Background: an optimization exercise with open tools, aiming at small area, a short achievable clock period and few clock cycles per item. Do not read the settings as production practice. The RTL of this run was laid out without a check of its function.

[run.sh]
#!/bin/bash
# synth_recipe.tcl (not shown) runs the flow's synth.tcl, then flattens the netlist and writes it again
# the make line also repeats each setting of config.mk as NAME=value (left out here)
make -C /OpenROAD-flow-scripts/flow DESIGN_CONFIG=/design/flow/config.mk WORK_HOME=/design/flow/orfs CLKGATE_MAP_FILE= SYNTH_SCRIPT=/design/flow/synth_recipe.tcl finish
[config.mk]
export PLATFORM = sky130hd
export DESIGN_NAME = stream_record_player
export DESIGN_NICKNAME = stream_record_player
export VERILOG_FILES = /design/flow/design.v
export SDC_FILE = /design/flow/constraint.sdc
export NUM_CORES = 4
export LEC_CHECK = 0
export CAP_MARGIN = 20
export CORE_MARGIN = 2
export CORE_UTILIZATION = 40
export CTS_BUF_LIST = sky130_fd_sc_hd__clkbuf_16
export CTS_CLUSTER_DIAMETER = 80
export CTS_CLUSTER_SIZE = 30
export SETUP_SLACK_MARGIN = 2.75
export SLEW_MARGIN = 20
[constraint.sdc]
create_clock -name core_clock -period 5.0 [get_ports {clk}]
set_input_delay 1.0000 -clock core_clock [delete_from_list [all_inputs] [get_ports {clk}]]
set_output_delay 1.0000 -clock core_clock [all_outputs]
set_load 0.01 [all_outputs]
[design.v]
module stream_record_player #(
    parameter int DATA_WIDTH = 8,
    parameter int ADDR_WIDTH = 8
) (
    input  logic                  clk,
    input  logic                  reset,
    input  logic                  record,
    input  logic                  play,
    input  logic                  loop,
    input  logic [DATA_WIDTH-1:0] in_data,
    input  logic                  in_valid,
    input  logic                  in_last,
    output logic                  in_ready,
    output logic [DATA_WIDTH-1:0] out_data,
    output logic                  out_valid,
    output logic                  out_last,
    input  logic                  out_ready,
    output logic [ADDR_WIDTH:0]   stored_len,
    output logic                  overflow,
    output logic                  busy
);
    localparam int                  DEPTH    = 1 << ADDR_WIDTH;
    localparam int                  SPB      = 3;                   
    localparam int                  SP       = 1 << SPB;            
    localparam int                  NTAP     = DEPTH / SP;
    localparam int                  TB       = ADDR_WIDTH - SPB;    
    localparam int                  TLB      = 3;                   
    localparam int                  TL       = 1 << TLB;
    localparam int                  TH       = NTAP / TL;
    localparam int                  DL       = SP;                  
    localparam int                  FD       = 8;                   
    localparam int                  FB       = 4;                   
    localparam logic [ADDR_WIDTH:0] PTR_ONE  = {{ADDR_WIDTH{1'b0}}, 1'b1};
    localparam logic [ADDR_WIDTH:0] LAST_IDX = {1'b0, {ADDR_WIDTH{1'b1}}};
    localparam logic [ADDR_WIDTH-1:0] PH_START = ADDR_WIDTH'(SP - 2);
    localparam logic [ADDR_WIDTH-1:0] WPOS0    = PH_START + ADDR_WIDTH'(2);
    logic loop_req;
    assign loop_req = loop;
    logic                   rec_cap, rec_done;
    logic                   rec_cap_n, rec_done_n;
    logic                   play_run, play_done;
    logic                   play_run_n, play_done_n;
    logic                   rec_idle, play_idle;
    logic                   ov;          
    logic [ADDR_WIDTH:0]    wr_ptr;      
    logic                   in_accept;
    logic                   out_hs;
    logic                   cap_start;
    logic                   cap_end;
    logic                   has_data;    
    assign rec_idle  = !rec_cap && !rec_done;
    assign play_idle = !play_run && !play_done;
    assign in_accept = in_valid & rec_cap;
    assign out_hs    = ov & out_ready;
    always_comb begin
        rec_cap_n  = 1'b0;
        rec_done_n = 1'b0;
        if (record) begin
            if (rec_idle) begin
                rec_cap_n = play_idle;
            end else if (rec_cap) begin
                if (in_accept && (in_last || (wr_ptr == LAST_IDX))) rec_done_n = 1'b1;
                else rec_cap_n = 1'b1;
            end else begin
                rec_done_n = 1'b1;
            end
        end
    end
    assign cap_start = !rec_cap && rec_cap_n;
    assign cap_end   = rec_cap && !rec_cap_n;
    always_comb begin
        play_run_n  = 1'b0;
        play_done_n = 1'b0;
        if (play) begin
            if (play_idle) begin
                if (!record && !rec_cap) begin
                    play_run_n  = has_data;
                    play_done_n = !has_data;
                end
            end else if (play_run) begin
                if (out_hs && out_last && !loop_req) play_done_n = 1'b1;
                else play_run_n = 1'b1;
            end else begin
                play_done_n = 1'b1;
            end
        end
    end
    always_ff @(posedge clk or posedge reset) begin
        if (reset) begin
            rec_cap    <= 1'b0;
            rec_done   <= 1'b0;
            in_ready   <= 1'b0;
            play_run   <= 1'b0;
            play_done  <= 1'b0;
            busy       <= 1'b0;
            stored_len <= '0;
            has_data   <= 1'b0;
            overflow   <= 1'b0;
        end else begin
            rec_cap   <= rec_cap_n;
            rec_done  <= rec_done_n;
            in_ready  <= rec_cap_n;
            play_run  <= play_run_n;
            play_done <= play_done_n;
            busy      <= rec_cap_n || rec_done_n || play_run_n || play_done_n;
            if (cap_start) begin
                overflow <= 1'b0;
            end
            if (cap_end) begin
                stored_len <= wr_ptr + {{ADDR_WIDTH{1'b0}}, in_accept};
                has_data   <= (wr_ptr != '0) || in_accept;
                if (in_accept && (wr_ptr == LAST_IDX) && !in_last) overflow <= 1'b1;
            end
        end
    end
    always_ff @(posedge clk) begin
        if (cap_start)      wr_ptr <= '0;
        else if (in_accept) wr_ptr <= wr_ptr + PTR_ONE;
    end
    logic                   cap_start_d;
    logic                   flush_d;
    always_ff @(posedge clk or posedge reset) begin
        if (reset) begin
            cap_start_d <= 1'b1;
            flush_d     <= 1'b1;
        end else begin
            cap_start_d <= cap_start;
            flush_d     <= cap_start || (play_run && !play);
        end
    end
    logic [ADDR_WIDTH-1:0]  phase;
    logic [ADDR_WIDTH-1:0]  phase1;
    assign phase1 = phase + 1'b1;
    always_ff @(posedge clk) begin
        phase <= cap_start ? PH_START : phase1;
    end
    logic [DATA_WIDTH-1:0]  dl_data [DL];
    logic [DL-1:0]          pend;        
    logic [DL-1:0]          pend_n;
    logic [DL-1:0]          wsel;        
    logic [DL-1:0]          wsel_n;
    logic [DATA_WIDTH-1:0]  wdata;
    logic                   wr_en;
    logic [ADDR_WIDTH:0]    wcnt;        
    logic [SPB-1:0]         wpa;
    logic [TL-1:0]          wsl;
    logic [TH-1:0]          wsh;
    logic [NTAP-1:0]        wtap;
    always_ff @(posedge clk) begin
        dl_data[0] <= in_data;
        for (int i = 1; i < DL; i++) dl_data[i] <= dl_data[i-1];
    end
    always_comb begin
        wdata = '0;
        for (int i = 0; i < DL; i++) wdata = wdata | ({DATA_WIDTH{wsel[i]}} & dl_data[i]);
    end
    logic                   wr_en_n;
    assign wr_en_n = (|wsel_n) && (cap_start_d || wr_en || (wpa == '1));
    always_comb begin
        pend_n[0] = in_accept;
        for (int i = 1; i < DL; i++)
            pend_n[i] = pend[i-1] && !(wr_en && wsel[i-1]) && !cap_start_d;
        for (int i = 0; i < DL; i++) begin
            wsel_n[i] = pend_n[i];
            for (int k = i + 1; k < DL; k++) wsel_n[i] = wsel_n[i] && !pend_n[k];
        end
    end
    always_ff @(posedge clk) begin
        pend  <= pend_n;
        wsel  <= wsel_n;
        wr_en <= wr_en_n;
        if (cap_start_d)  wcnt <= '0;
        else if (wr_en)   wcnt <= wcnt + PTR_ONE;
        if (cap_start_d) begin
            wpa <= WPOS0[SPB-1:0];
            for (int l = 0; l < TL; l++) wsl[l] <= (WPOS0[SPB+TLB-1:SPB] == TLB'(l));
            for (int h = 0; h < TH; h++) wsh[h] <= (WPOS0[ADDR_WIDTH-1:SPB+TLB] == (TB-TLB)'(h));
        end else if (!wr_en) begin
            wpa <= wpa + 1'b1;
            if (wpa == '1) begin
                wsl <= {wsl[TL-2:0], wsl[TL-1]};
                if (wsl[TL-1]) wsh <= {wsh[TH-2:0], wsh[TH-1]};
            end
        end
    end
    always_comb begin
        for (int j = 0; j < NTAP; j++) wtap[j] = wr_en && wsh[j / TL] && wsl[j % TL];
    end
    logic [DATA_WIDTH-1:0]  ring [DEPTH];
    always_ff @(posedge clk) begin
        for (int p = 0; p < DEPTH; p++) begin
            if ((p % SP) == 0 && wtap[p / SP])
                ring[p] <= wdata;
            else
                ring[p] <= ring[(p + DEPTH - 1) % DEPTH];
        end
    end
    logic [ADDR_WIDTH:0]    nf;          
    logic [ADDR_WIDTH:0]    nfp;         
    logic [SPB-1:0]         rpa;         
    logic [TL-1:0]          rsl;         
    logic [TH-1:0]          rsh;         
    logic                   rinc;        
    logic                   restart;
    logic                   wrap_p;      
    logic                   fetch_ok;    
    logic                   fetch;
    logic                   flast;
    logic                   avail;
    logic [DATA_WIDTH-1:0]  rdata;
    logic [DATA_WIDTH-1:0]  rgrp [TH];
    always_comb begin
        for (int h = 0; h < TH; h++) begin
            rgrp[h] = '0;
            for (int l = 0; l < TL; l++)
                rgrp[h] = rgrp[h] | ({DATA_WIDTH{rsl[l]}} & ring[(h * TL + l) * SP]);
        end
        rdata = '0;
        for (int h = 0; h < TH; h++) rdata = rdata | ({DATA_WIDTH{rsh[h]}} & rgrp[h]);
    end
    logic [FD-1:0]          occ;         
    logic [FB-1:0]          fwp, frp;
    logic [DATA_WIDTH:0]    fmem [FD];
    logic                   pop;
    logic                   fready;      
    assign avail    = (nf != wcnt) && (!rec_cap || (nfp != wcnt));
    assign flast    = !rec_cap && (nfp == stored_len);
    assign fetch_ok = avail && (rpa == '0) && !restart;
    assign fetch    = fetch_ok && (!occ[FD-1] || pop);
    assign restart  = flush_d || wrap_p;
    assign rinc     = (rpa == '1);
    assign fready   = occ[0];
    always_ff @(posedge clk) begin
        wrap_p <= fetch && flast;
        if (restart) begin
            nf  <= '0;
            nfp <= PTR_ONE;
            rpa <= phase1[SPB-1:0];
            for (int l = 0; l < TL; l++) rsl[l] <= (phase1[SPB+TLB-1:SPB] == TLB'(l));
            for (int h = 0; h < TH; h++) rsh[h] <= (phase1[ADDR_WIDTH-1:SPB+TLB] == (TB-TLB)'(h));
        end else begin
            if (fetch) begin
                nf  <= nfp;
                nfp <= nfp + PTR_ONE;
            end else begin
                rpa <= rpa + 1'b1;
            end
            if (rinc) begin
                rsl <= {rsl[TL-2:0], rsl[TL-1]};
                if (rsl[TL-1]) rsh <= {rsh[TH-2:0], rsh[TH-1]};
            end
        end
    end
    always_ff @(posedge clk) begin
        if (flush_d) begin
            occ <= '0;
            fwp <= '0;
            frp <= '0;
        end else begin
            if (fetch && !pop) occ <= {occ[FD-2:0], 1'b1};
            if (pop && !fetch) occ <= {1'b0, occ[FD-1:1]};
            if (fetch) fwp <= (fwp == FB'(FD - 1)) ? '0 : fwp + 1'b1;
            if (pop)   frp <= (frp == FB'(FD - 1)) ? '0 : frp + 1'b1;
        end
        if (fetch) fmem[fwp] <= {flast, rdata};
    end
    assign pop = play_run_n && (!ov || out_ready) && fready && !flush_d;
    always_ff @(posedge clk or posedge reset) begin
        if (reset) begin
            out_valid <= 1'b0;
            ov        <= 1'b0;
        end else begin
            if (!play_run_n || flush_d) begin
                out_valid <= 1'b0;
                ov        <= 1'b0;
            end else if (!ov || out_ready) begin
                out_valid <= fready;
                ov        <= fready;
            end
        end
    end
    always_ff @(posedge clk) begin
        if (pop) {out_last, out_data} <= fmem[frp];
    end
endmodule
==> impl_metrics.toml <==
[route]
wl_met2_microns = 43250
drc = 0
route.met3.wl_microns = 4181
drt_iter0_drc = 2021
ant_nets = 0
wl_per_cell_microns = 17.81
viasPerCell = 4.469
drtPass1Iterations = 6
dr.max_layer_used = "met4"
num_vias = 25142
met1_length_microns = 50060
totalWireLength_microns = 100200

[clocking]
clk_pin_slew_ps = 110
cts_tree = "done"
cts.sinks = 2319
clock_latency_ps = 700
htreeDepth = 3
cts_made_buffers = 89
clock-root-buffer = "clkbuf_16"
postCtsHoldBufs = 0
clock_tree.buffer_depth = 3

[final_layout]
fin_util = 0.4460
fillers = 12164
multi_input_area_sq_mm = 0.007545
area_growth_pct = 10.70
nets = 3841
final_common_cell = "dfxtp_1"
drive_gt1_frac = 0.08612
stdcell_area_sq_mm = 0.06132
layout_common_cells = "2,195 x dfxtp_1, 355 x nand2_1, 261 x o21ai_0"
regArea_sq_mm = 0.04750
antenna_cells = 0

[synthesis]
yosysSeqAreaShare = 0.8573
syn_inst = 3726
synth_warnings = 4
syn-num-nets = 3760
synth-edff-count = 96
avgSynthCellArea_sq_um = 14.87
ys_ff_latch = 2319
netlist_area_sq_mm = 0.05539
synthArstFlopShare = 0.008193
synth.distinct_cells = 62
synth_flop_cell = "dfxtp_1"

[global_routing]
antenna_found_initial = 2
overflow = 0
grt_usage = 0.1391
grt_max_degree = 36
grt_pass1_wl_microns = 149100
first_global_vias = 24179

[setup_path]
path_cells = "buf_2"
cpPeakStageDelay_ps = 470
startpoint_type = "register"
cp.arrival_ps = 1340
crit_type = "reg -> out"
crit_path_end_kind = "output port"
required_ps = 4000
rrSetupSlack_ps = 2660
crit_family = "flip-flops"
crit_buf_inv = 1
r2r_start = "flush_d$_DFF_PP1_"
crit_slowest_cell = "edfxtp_1"
cp_max_fo = 2
r2r_cells = 10
crit_cells = 1
crit_start = "out_last$_DFFE_PP_"

[sta]
final_hold_viol_count = 0
max_slew_margin = 0.3110
drv_slew = 0
final-setup-viol-count = 0
tightest_slew_ps = 1032
finalCritPeriodShare = 0.4686
fin_setup_tns_ps = 0
skew_ps = 43.96
max_clock_freq_mhz = 426.8
layout_min_cycle_time_ps = 2343
rsz0062_at_grt = "yes"

[floorplanning]
row_count = 136
fp.dieArea_sq_mm = 0.1415
io_pins = 38
die_y_microns = 376.1
coreArea_sq_mm = 0.1375
fp.dieW_microns = 376.1
start_util = 0.4029

[placed_design]
dpl_cell_area_sq_mm = 0.05784
port_buffers = 37
hpwl_microns = 62500
globalplace.congestion = 0.7737

[flow_run]
maxCapViolations = 0

[pwr]
power.total_w = 0.03178
vdd_drop_max_v = 0.0002680
p_per_area_mw_per_mm2 = 518.3
p_leak_nw = 23.12

[min_path]
worstHoldStart = "ring[220][2]$_DFF_P_"
hold_path_depth = 0
hold_class = "reg -> reg"

[status]
status = "timing/DRC/antenna clean"
[through the flow]
| stage | hold slack, ps | worst slack, ps | cells |
|---|---|---|---|
| finish | 298.4 | 2657 | 5626 |
| floorplan | 309.6 | 2226 | 3726 |
| global route | 295.0 | 2576 | 5626 |
| global placement | 309.5 | 1439 | 5447 |
| detailed placement | 312.1 | 1418 | 5447 |
| CTS | 294.0 | 2584 | 5609 |
[logic make-up (layout without fill, tap and decap cells)]
logic type / Yosys count / after routing / share of synthesized area
fa+ha+maj: 18 / 18 / 0.004066
xor+xnor: 59 / 59 / 0.009329
buf+inv: 179 / 285 / 0.01265
compound gates: 509 / 509 / 0.05616
mux: 56 / 56 / 0.01446
simple gates: 586 / 586 / 0.04608
flops: 2319 / 2319 / 0.8573
[sequential cells by signal (all words and copies together) (netlist names), 7 cells and up]
signal,cells
dl_data,64
fmem,72
nf,9
nfp,9
occ,8
out_data,8
pend,7
phase,8
ring,2048
rsl,8
stored_len,9
wcnt,9
wr_ptr,9
wsel,8
wsl,8
[cells in the mapped netlist, types with 3 or more instances]
library cell / count / share of area
nor4_1: 5 / 0.00056
xor2_1: 28 / 0.0044
nand2b_1: 8 / 0.00090
a21o_1: 3 / 0.00041
nor2_1: 84 / 0.0057
ha_1: 18 / 0.0041
nand3_1: 23 / 0.0021
and2_1: 8 / 0.00090
nor2b_1: 6 / 0.00068
edfxtp_1: 96 / 0.052
buf_2: 13 / 0.0012
xnor2_1: 31 / 0.0049
buf_1: 4 / 0.00027
dfrtp_1: 17 / 0.0077
or3_1: 4 / 0.00045
nand4_1: 43 / 0.0049
dfxtp_1: 2204 / 0.80
a211oi_1: 5 / 0.00068
nand3b_1: 4 / 0.00054
mux2_2: 12 / 0.0024
a21oi_1: 34 / 0.0031
a22oi_1: 176 / 0.024
mux2i_1: 26 / 0.0047
o31ai_1: 9 / 0.0012
and3_1: 4 / 0.00045
nor3_1: 11 / 0.00099
inv_1: 27 / 0.0018
o21ai_0: 261 / 0.024
clkbuf_1: 127 / 0.0086
and4_1: 9 / 0.0014
nor3b_1: 5 / 0.00068
clkbuf_2: 4 / 0.00036
nand2_1: 366 / 0.025
a31oi_1: 3 / 0.00034
mux4_2: 18 / 0.0073
[layout make-up]
cell class              count  share of cell area
well taps                1794             0.03661
flip-flops and latches   2319              0.7747
clock buffers              92             0.03754
inverters                  29            0.002040
repair buffers            140             0.02269
clock inverters            24            0.003387
multi-input cells        1228              0.1230
[layer usage]
layer	GRT usage	vias to the layer above
met5	0	-
met4	0.04158	0
met3	0.02067	146
met2	0.2133	472
met1	0.2036	12127
li1	-	12397
[what timing repair did]
action / CTS / global route
pin swaps: 31 / 24
setup endpoints to repair: 217 / 168
gates resized for setup: 160 / 34
gates cloned: 2 / 3
buffers inserted: 44 / 14
[report_power, final]
part	internal, W	switching, W
combinational	0.00102	0.00207
sequential	0.0195	0.000545
clock	0.00340	0.00525
[path summary, 6_finish.rpt]
path,endpoint
worst max-delay path,out_last
worst min-delay path,ring[221][2]$_DFF_P_
worst max register to register,fmem[2][5]$_DFFE_PP_
worst min register to register,ring[221][2]$_DFF_P_
max in group asynchronous,rec_cap$_DFF_PP0_
min in group asynchronous,has_data$_DFFE_PP0P_

==> what the ideal ports hide <==
In the flow no input, the clock included, has a driving cell. The finished layout below was timed again as built, in two steps. Step 1 assumes that a clkbuf_16 drives the clock port and a buf_2 every other input. Step 2 adds t to the input delays and takes it off the output delays; t is the mean of the earliest and latest rising clock arrival at the registers after step 1. Input paths then give back, and output paths get back, about the clock's delay inside the block. Slacks: no drivers / after step 1 / after step 2; pairs: no drivers / after step 1.
t (ns): 0.748
setup WS [ns]: 2.657 / 2.589 / 2.039
worst slew at a driven data input, ns: 0.04
After both steps this run still meets setup and hold. The setup slack of this run moves by -0.068 ns with the drivers and by -0.618 ns with both steps.
